Context: an optimization exercise on an open-source flow, tuned for small area and a short achievable clock period. The choices shown serve that exercise and are no tape-out recipe.
RTL that was checked went through simulation tests only; none was proved equivalent to the original.
No activity file was given, so power comes from the tool's default toggle rates.

Setup of ember:
==> flow/design.v <==
`timescale 1ns/1ps
module md4_stream_driver #(
  parameter int unsigned MSG_DEPTH  = 256,
  parameter int unsigned ADDR_W     = 8,
  parameter int unsigned SIZE_W     = 64,
  parameter int unsigned HASH_BYTES = 16
) (
  input  logic                    CLK,
  input  logic                    RESET_N,
  input  logic                    WR_EN,
  input  logic [ADDR_W-1:0]       WR_ADDR,
  input  logic [7:0]              WR_DATA,
  input  logic [SIZE_W-1:0]       MSG_LEN,
  input  logic                    START,
  output logic                    BUSY,
  output logic                    DONE,
  output logic                    ERROR,
  output logic [8*HASH_BYTES-1:0] DIGEST,
  output logic                    HC_START,
  input  logic                    HC_BUSY,
  input  logic                    HC_DONE,
  output logic [SIZE_W-1:0]       HC_SIZE,
  output logic [7:0]              HC_IN_BYTE,
  output logic                    HC_IN_EMPTY,
  input  logic                    HC_IN_READ,
  input  logic [7:0]              HC_OUT_BYTE,
  output logic                    HC_OUT_FULL,
  input  logic                    HC_OUT_WRITE
);
  logic [7:0]   r_buf [256];
  logic         r_busy;
  logic         r_done;
  logic         r_error;
  logic [8:0]   r_len;         
  logic [8:0]   r_rem;         
  logic [15:0]  r_row_n;       
  logic [15:0]  r_col_n;       
  logic [7:0]   r_byte;        
  logic         r_empty;
  logic         r_full;
  logic [3:0]   r_cnt;         
  logic [127:0] r_digest;
  logic [15:0]  r_wp_hi_n;     
  logic [15:0]  r_wp_lo_n;     
  logic [7:0]   r_wp_data;
  logic w_unused_hc_busy;
  assign w_unused_hc_busy = HC_BUSY;
  wire idle     = !r_busy && !r_done;
  logic w_len_hi_zero;
  md4_zero55 u_len_hi (.a(MSG_LEN[63:9]), .z(w_len_hi_zero));
  wire len_ok   = w_len_hi_zero && (!MSG_LEN[8] || (MSG_LEN[7:0] == '0));
  wire start_ok = RESET_N && idle && START && len_ok;
  wire rd_ok    = r_busy && HC_IN_READ && !r_empty;
  wire wr_ok    = r_busy && HC_OUT_WRITE && !r_full;
  wire last_wr  = HC_OUT_WRITE && (r_cnt == 4'd15);
  assign BUSY        = r_busy;
  assign HC_START    = r_busy;
  assign DONE        = r_done;
  assign ERROR       = r_error;
  assign HC_SIZE     = {55'd0, r_len};
  assign HC_IN_BYTE  = r_byte;
  assign HC_IN_EMPTY = r_empty;
  assign HC_OUT_FULL = r_full;
  assign DIGEST      = r_digest;
  always_ff @(posedge CLK) begin
    for (int i = 0; i < 16; i++) begin
      r_wp_hi_n[i] <= !(WR_ADDR[7:4] == 4'(i));
      r_wp_lo_n[i] <= !(idle && WR_EN && WR_ADDR[3:0] == 4'(i));
    end
    r_wp_data <= WR_DATA;
  end
  logic [255:0] w_we;
  always_comb begin
    for (int i = 0; i < 256; i++) w_we[i] = !(r_wp_hi_n[i / 16] || r_wp_lo_n[i % 16]);
  end
  always_ff @(posedge CLK) begin
    for (int i = 0; i < 256; i++) begin
      if (w_we[i]) r_buf[i] <= r_wp_data;
    end
  end
  wire byp0 = !r_busy && w_we[0];
  wire byp1 = !r_busy && w_we[1];
  logic [255:0] w_sel;
  logic [7:0]   w_grp_n [86];
  logic [7:0][7:0] w_part_n;
  logic [7:0][7:0] r_part_n;
  always_comb begin
    for (int i = 0; i < 256; i++) w_sel[i] = !(r_row_n[i / 16] || r_col_n[i % 16]);
    w_sel[1] = w_sel[1] && !byp1;
  end
  genvar g;
  generate
    for (g = 0; g < 85; g++) begin : g_rd
      md4_rd_aoi3 u_aoi (
        .d0(r_buf[3*g]),   .s0(w_sel[3*g]),
        .d1(r_buf[3*g+1]), .s1(w_sel[3*g+1]),
        .d2(r_buf[3*g+2]), .s2(w_sel[3*g+2]),
        .yn(w_grp_n[g])
      );
    end
  endgenerate
  assign w_grp_n[85] = ~(r_buf[255] & {8{w_sel[255]}});
  always_comb begin
    for (int j = 0; j < 8; j++) begin
      logic [7:0] acc;
      acc = '1;
      for (int i = 11*j; i < 11*j + 11 && i < 86; i++) acc = acc & w_grp_n[i];
      if (j == 0) acc = acc & ~(r_wp_data & {8{byp1}});
      w_part_n[j] = acc;
    end
  end
  wire [7:0] w_rd = ~(r_part_n[0] & r_part_n[1] & r_part_n[2] & r_part_n[3] &
                      r_part_n[4] & r_part_n[5] & r_part_n[6] & r_part_n[7]);
  always_ff @(posedge CLK) begin
    if (!r_busy || rd_ok) r_part_n <= w_part_n;
    if (!RESET_N) r_byte <= '0;
    else if (!r_busy) r_byte <= byp0 ? r_wp_data : r_buf[0];
    else if (rd_ok) r_byte <= w_rd;
    if (!RESET_N) begin
      r_row_n <= 16'hfffe;
      r_col_n <= 16'hfffd;
    end else if (!r_busy) begin
      r_row_n <= 16'hfffe;
      r_col_n <= start_ok ? 16'hfffb : 16'hfffd;
    end else if (rd_ok) begin
      r_col_n <= {r_col_n[14:0], r_col_n[15]};
      if (!r_col_n[15]) r_row_n <= {r_row_n[14:0], r_row_n[15]};
    end
    if (!r_busy) r_rem <= MSG_LEN[8:0];
    else if (rd_ok) r_rem <= r_rem - 9'd1;
  end
  always_ff @(posedge CLK) begin
    if (!RESET_N || start_ok) begin
      r_digest <= '0;
    end else begin
      for (int k = 0; k < 16; k++) begin
        if (wr_ok && r_cnt == 4'(k)) r_digest[127-8*k -: 8] <= HC_OUT_BYTE;
      end
    end
  end
  always_ff @(posedge CLK) begin
    if (start_ok) r_cnt <= '0;
    else if (wr_ok) r_cnt <= r_cnt + 4'd1;
  end
  always_ff @(posedge CLK) begin
    if (!RESET_N) begin
      r_busy  <= 1'b0;
      r_done  <= 1'b0;
      r_error <= 1'b0;
      r_len   <= '0;
      r_empty <= 1'b1;
      r_full  <= 1'b1;
    end else begin
      r_done <= r_busy && HC_DONE;
      if (r_busy) begin
        if ((HC_IN_READ && r_empty) || (HC_OUT_WRITE && r_full) ||
            (HC_DONE && !(r_full || last_wr)))
          r_error <= 1'b1;
        if (HC_DONE) begin
          r_busy  <= 1'b0;
          r_empty <= 1'b1;
          r_full  <= 1'b1;
        end else begin
          if (rd_ok) r_empty <= (r_rem == 9'd1);
          if (wr_ok) r_full  <= (r_cnt == 4'd15);
        end
      end else if (idle && START) begin
        r_error <= !len_ok;
        if (len_ok) begin
          r_busy  <= 1'b1;
          r_len   <= MSG_LEN[8:0];
          r_empty <= (MSG_LEN[8:0] == 9'd0);
          r_full  <= 1'b0;
        end
      end
    end
  end
endmodule
module md4_rd_aoi3 (
  input  logic [7:0] d0,
  input  logic [7:0] d1,
  input  logic [7:0] d2,
  input  logic       s0,
  input  logic       s1,
  input  logic       s2,
  output logic [7:0] yn
);
  assign yn = ~(({8{s0}} & d0) | ({8{s1}} & d1) | ({8{s2}} & d2));
endmodule
module md4_zero55 (
  input  logic [54:0] a,
  output logic        z
);
  assign z = ~|a;
endmodule
clock: 5.5 ns
lec_check: 0
cap_margin: 20
core_margin: 2
core_utilization: 60
setup_slack_margin: 3.0
slew_margin: 20
synth_hierarchical: 1
standard.sh (not shown) runs the stock make flow with config.mk's settings and CLKGATE_MAP_FILE= SYNTH_SCRIPT=/design/flow/synth_recipe.tcl, a recipe that flattens the netlist after the stock synthesis.
==> flow/flow/run.sh <==
#!/bin/bash
# Standard ORFS layout (the standard.sh) with two changes:
#  - ports are buffered with buf_1 instead of the default delay buffer;
#  - clock tree synthesis clusters up to 30 sinks per leaf buffer within
#    80 um and inserts no dummy loads.
set -euo pipefail
export BUFFER_PORTS_ARGS="-buffer_cell sky130_fd_sc_hd__buf_1"
export CTS_ARGS="-sink_clustering_enable -repair_clock_nets -dont_use_dummy_load -sink_clustering_size 30 -sink_clustering_max_diameter 80"
bash standard.sh > standard_flow.log 2>&1
Inputs modified between ember and onyx:
diff --git a/flow/design.v b/flow/design.v
--- a/flow/design.v
+++ b/flow/design.v
@@ -31,13 +31,14 @@
   logic         r_busy;
   logic         r_done;
   logic         r_error;
   logic [8:0]   r_len;         
   logic [8:0]   r_rem;         
   logic [15:0]  r_row_n;       
-  logic [15:0]  r_col_n;       
+  logic [15:0]  r_cola_n;      
+  logic [15:0]  r_colb_n;      
   logic [7:0]   r_byte;        
   logic         r_empty;
   logic         r_full;
   logic [3:0]   r_cnt;         
   logic [127:0] r_digest;
   logic [15:0]  r_wp_hi_n;     
@@ -79,16 +80,17 @@
     end
   end
   wire byp0 = !r_busy && w_we[0];
   wire byp1 = !r_busy && w_we[1];
   logic [255:0] w_sel;
   logic [7:0]   w_grp_n [86];
-  logic [7:0][7:0] w_part_n;
-  logic [7:0][7:0] r_part_n;
+  logic [10:0][7:0] w_part_n;
+  logic [10:0][7:0] r_part_n;
   always_comb begin
-    for (int i = 0; i < 256; i++) w_sel[i] = !(r_row_n[i / 16] || r_col_n[i % 16]);
+    for (int i = 0; i < 256; i++)
+      w_sel[i] = !(r_row_n[i / 16] || (i < 128 ? r_cola_n[i % 16] : r_colb_n[i % 16]));
     w_sel[1] = w_sel[1] && !byp1;
   end
   genvar g;
   generate
     for (g = 0; g < 85; g++) begin : g_rd
       md4_rd_aoi3 u_aoi (
@@ -98,36 +100,42 @@
         .yn(w_grp_n[g])
       );
     end
   endgenerate
   assign w_grp_n[85] = ~(r_buf[255] & {8{w_sel[255]}});
   always_comb begin
-    for (int j = 0; j < 8; j++) begin
+    for (int j = 0; j < 11; j++) begin
       logic [7:0] acc;
       acc = '1;
-      for (int i = 11*j; i < 11*j + 11 && i < 86; i++) acc = acc & w_grp_n[i];
+      for (int i = 8*j; i < 8*j + 8 && i < 86; i++) acc = acc & w_grp_n[i];
       if (j == 0) acc = acc & ~(r_wp_data & {8{byp1}});
       w_part_n[j] = acc;
     end
   end
   wire [7:0] w_rd = ~(r_part_n[0] & r_part_n[1] & r_part_n[2] & r_part_n[3] &
-                      r_part_n[4] & r_part_n[5] & r_part_n[6] & r_part_n[7]);
+                      r_part_n[4] & r_part_n[5] & r_part_n[6] & r_part_n[7] &
+                      r_part_n[8] & r_part_n[9] & r_part_n[10]);
+  wire w_row_lo = !(&r_row_n[7:0]);
   always_ff @(posedge CLK) begin
     if (!r_busy || rd_ok) r_part_n <= w_part_n;
     if (!RESET_N) r_byte <= '0;
     else if (!r_busy) r_byte <= byp0 ? r_wp_data : r_buf[0];
     else if (rd_ok) r_byte <= w_rd;
     if (!RESET_N) begin
-      r_row_n <= 16'hfffe;
-      r_col_n <= 16'hfffd;
+      r_row_n  <= 16'hfffe;
+      r_cola_n <= 16'hfffd;
+      r_colb_n <= 16'hfffe;
     end else if (!r_busy) begin
-      r_row_n <= 16'hfffe;
-      r_col_n <= start_ok ? 16'hfffb : 16'hfffd;
+      r_row_n  <= 16'hfffe;
+      r_cola_n <= start_ok ? 16'hfffb : 16'hfffd;
+      r_colb_n <= 16'hfffe;
     end else if (rd_ok) begin
-      r_col_n <= {r_col_n[14:0], r_col_n[15]};
-      if (!r_col_n[15]) r_row_n <= {r_row_n[14:0], r_row_n[15]};
+      if (w_row_lo) r_cola_n <= {r_cola_n[14:0], r_cola_n[15]};
+      else          r_colb_n <= {r_colb_n[14:0], r_colb_n[15]};
+      if (w_row_lo ? !r_cola_n[15] : !r_colb_n[15])
+        r_row_n <= {r_row_n[14:0], r_row_n[15]};
     end
     if (!r_busy) r_rem <= MSG_LEN[8:0];
     else if (rd_ok) r_rem <= r_rem - 9'd1;
   end
   always_ff @(posedge CLK) begin
     if (!RESET_N || start_ok) begin
==> run notes <==
Compared with ember, in onyx power share of the clock group shows a reduction of 0.2 points, global-route wire length before repair shows no meaningful change, pin count of the biggest net entering global routing shows an increase of about 20%, design area shows an increase of 0.63%.
Post-route met1 wirelength in onyx is 1.0% higher than in ember
Diff ember -> onyx: via count of the first global-routing pass saw an increase; final worst slack saw a decrease; die area saw an increase.
The count of final max-slew check failures was comparable across onyx and ember.
For onyx, only the layout was checked, not whether the RTL still works.

========
== v6 ==
// md4_stream_driver: RTL as listed in full above, without the edits since
export LEC_CHECK = 0
export CAP_MARGIN = 20
export CORE_MARGIN = 2
export CORE_UTILIZATION = 60
export SETUP_SLACK_MARGIN = 3.0
export SLEW_MARGIN = 20
export SYNTH_HIERARCHICAL = 1
create_clock -name core_clock -period 5.5 [get_ports {CLK}]
==> flow/flow/run.sh <==
#!/bin/bash
# Standard ORFS layout (the standard.sh) with two changes:
#  - ports are buffered with buf_2 instead of the default delay buffer;
#  - clock tree synthesis clusters up to 30 sinks per leaf buffer within
#    80 um and inserts no dummy loads.
set -euo pipefail
export BUFFER_PORTS_ARGS="-buffer_cell sky130_fd_sc_hd__buf_2"
export CTS_ARGS="-sink_clustering_enable -repair_clock_nets -dont_use_dummy_load -sink_clustering_size 30 -sink_clustering_max_diameter 80"
bash standard.sh > standard_flow.log 2>&1
Input changes introduced in v7 (baseline for comparison: v6):
--- a/flow/design.v
+++ b/flow/design.v
@@ -40,6 +40,7 @@
   logic         r_full;
   logic [3:0]   r_cnt;         
   logic [127:0] r_digest;
+  logic [15:0]  r_dvalid;      
   logic [15:0]  r_wp_hi_n;     
   logic [15:0]  r_wp_lo_n;     
   logic [7:0]   r_wp_data;
@@ -61,7 +62,10 @@
   assign HC_IN_BYTE  = r_byte;
   assign HC_IN_EMPTY = r_empty;
   assign HC_OUT_FULL = r_full;
-  assign DIGEST      = r_digest;
+  always_comb begin
+    for (int k = 0; k < 16; k++)
+      DIGEST[127-8*k -: 8] = r_digest[127-8*k -: 8] & {8{r_dvalid[k]}};
+  end
   always_ff @(posedge CLK) begin
     for (int i = 0; i < 16; i++) begin
       r_wp_hi_n[i] <= !(WR_ADDR[7:4] == 4'(i));
@@ -130,11 +134,20 @@
     else if (rd_ok) r_rem <= r_rem - 9'd1;
   end
   always_ff @(posedge CLK) begin
-    if (!RESET_N || start_ok) begin
+    if (!RESET_N) begin
       r_digest <= '0;
     end else begin
       for (int k = 0; k < 16; k++) begin
         if (wr_ok && r_cnt == 4'(k)) r_digest[127-8*k -: 8] <= HC_OUT_BYTE;
+      end
+    end
+  end
+  always_ff @(posedge CLK) begin
+    if (!RESET_N || start_ok) begin
+      r_dvalid <= '0;
+    end else begin
+      for (int k = 0; k < 16; k++) begin
+        if (wr_ok && r_cnt == 4'(k)) r_dvalid[k] <= 1'b1;
       end
     end
   end
[summary]
Global-route usage over all layers delta (v6 -> v7): insignificant. Relative to v6, register-to-register slack decreased by 0.04 ns in v7. The combinational share of power of v6 and that of v7 are within noise of each other. Going from v6 to v7, instance count of the mapped netlist grew by a few percent. v7 vs. v6: number of buffers created by CTS went up; layout clock buffer count up about 5%; clock group share of total power went up. Against v6, v7 comes in 1.9% higher on power spent charging and discharging nets. v6 → v7: fmax now smaller, final critical delay including setup and external delays +0.038 ns. Setup slack: v7 less than v6. Higher first-pass iteration count of the detailed router was reported by v7, not v6. v7 vs v6, worst-path maximum fanout went down by 2. Global routing met1 resource utilization in v7 vs v6: up 1.2 points.
The RTL of v7 was laid out without a check of its function.

========
// md4_stream_driver: RTL as listed in full above, without the edits since
clock: 5.5 ns
lec_check: 0
cap_margin: 20
core_margin: 2
core_utilization: 60
setup_slack_margin: 3.1
slew_margin: 20
synth_hierarchical: 1
==> flow/flow/run.sh <==
#!/bin/bash
# Standard ORFS layout (the standard.sh) with two changes:
#  - ports are buffered with buf_1 instead of the default delay buffer;
#  - clock tree synthesis clusters up to 30 sinks per leaf buffer within
#    80 um and inserts no dummy loads.
set -euo pipefail
export BUFFER_PORTS_ARGS="-buffer_cell sky130_fd_sc_hd__buf_1"
export CTS_ARGS="-sink_clustering_enable -repair_clock_nets -dont_use_dummy_load -sink_clustering_size 30 -sink_clustering_max_diameter 80"
bash standard.sh > standard_flow.log 2>&1
Then changed:
--- a/flow/design.v
+++ b/flow/design.v
@@ -82,8 +82,8 @@
   wire byp1 = !r_busy && w_we[1];
   logic [255:0] w_sel;
   logic [7:0]   w_grp_n [86];
-  logic [7:0][7:0] w_part_n;
-  logic [7:0][7:0] r_part_n;
+  logic [10:0][7:0] w_part_n;
+  logic [10:0][7:0] r_part_n;
   always_comb begin
     for (int i = 0; i < 256; i++) w_sel[i] = !(r_row_n[i / 16] || r_col_n[i % 16]);
     w_sel[1] = w_sel[1] && !byp1;
@@ -101,16 +101,17 @@
   endgenerate
   assign w_grp_n[85] = ~(r_buf[255] & {8{w_sel[255]}});
   always_comb begin
-    for (int j = 0; j < 8; j++) begin
+    for (int j = 0; j < 11; j++) begin
       logic [7:0] acc;
       acc = '1;
-      for (int i = 11*j; i < 11*j + 11 && i < 86; i++) acc = acc & w_grp_n[i];
+      for (int i = 8*j; i < 8*j + 8 && i < 86; i++) acc = acc & w_grp_n[i];
       if (j == 0) acc = acc & ~(r_wp_data & {8{byp1}});
       w_part_n[j] = acc;
     end
   end
   wire [7:0] w_rd = ~(r_part_n[0] & r_part_n[1] & r_part_n[2] & r_part_n[3] &
-                      r_part_n[4] & r_part_n[5] & r_part_n[6] & r_part_n[7]);
+                      r_part_n[4] & r_part_n[5] & r_part_n[6] & r_part_n[7] &
+                      r_part_n[8] & r_part_n[9] & r_part_n[10]);
   always_ff @(posedge CLK) begin
     if (!r_busy || rd_ok) r_part_n <= w_part_n;
     if (!RESET_N) r_byte <= '0;
The changed run finished clean.
Power is higher by 2.0%.
Clock skew rises by 0.0087 ns.
Design area went up by 1.2%.
Die area is higher by 0.96%.
Critical path depth rose by 6.
Worst hold slack is better by 0.0061 ns.

## static timing again, ports no longer ideal
How much do the figures lean on ideal ports? The routed layouts below were timed once more, with nothing changed but the port constraints. Step 1 (the two cells are an assumption about what drives the block):
set clk [get_ports {CLK}]
set_driving_cell -lib_cell sky130_fd_sc_hd__clkbuf_16 $clk
set_driving_cell -lib_cell sky130_fd_sc_hd__buf_2 [delete_from_list [all_inputs] $clk]
Step 2 times the ports against the registers' clock, not the clock port: input delays grow and output delays shrink by t, the midpoint of the rising clock arrivals with the driver on. Slacks: ideal / step 1 / step 2; pairs: ideal / step 1.
| run | t (ns) | setup WS [ns] | worst hold slack (ns) | worst setup path at the end | slew at the worst register clock pin (ns) |
|---|---|---|---|---|---|
| ember | 0.821 | 2.926 / 2.926 / 2.301 | 0.447 / 0.382 / 0.475 | input to register | 0.12 / 0.12 |
| onyx | 0.821 | 2.918 / 2.918 / 2.369 | 0.421 / 0.356 / 0.475 | input to register | 0.12 / 0.12 |
| v6 | 0.794 | 2.932 / 2.932 / 2.371 | 0.454 / 0.396 / 0.468 | input to register | 0.11 / 0.11 |
| v7 | 0.806 | 2.894 / 2.861 / 2.409 | 0.454 / 0.389 / 0.472 | input to register | 0.12 / 0.12 |
| the first run of note 3 | 0.797 | 3.035 / 2.984 / 2.404 | 0.424 / 0.370 / 0.475 | input to register | 0.12 / 0.12 |
| the second run of note 3 | 0.804 | 2.932 / 2.986 / 2.187 | 0.431 / 0.372 / 0.470 | input to register | 0.12 / 0.12 |
After both steps setup and hold are still met in every run listed. The setup slack of the second run of note 3, which loses most, moves by +0.054 ns with the drivers and by -0.745 ns with both steps.
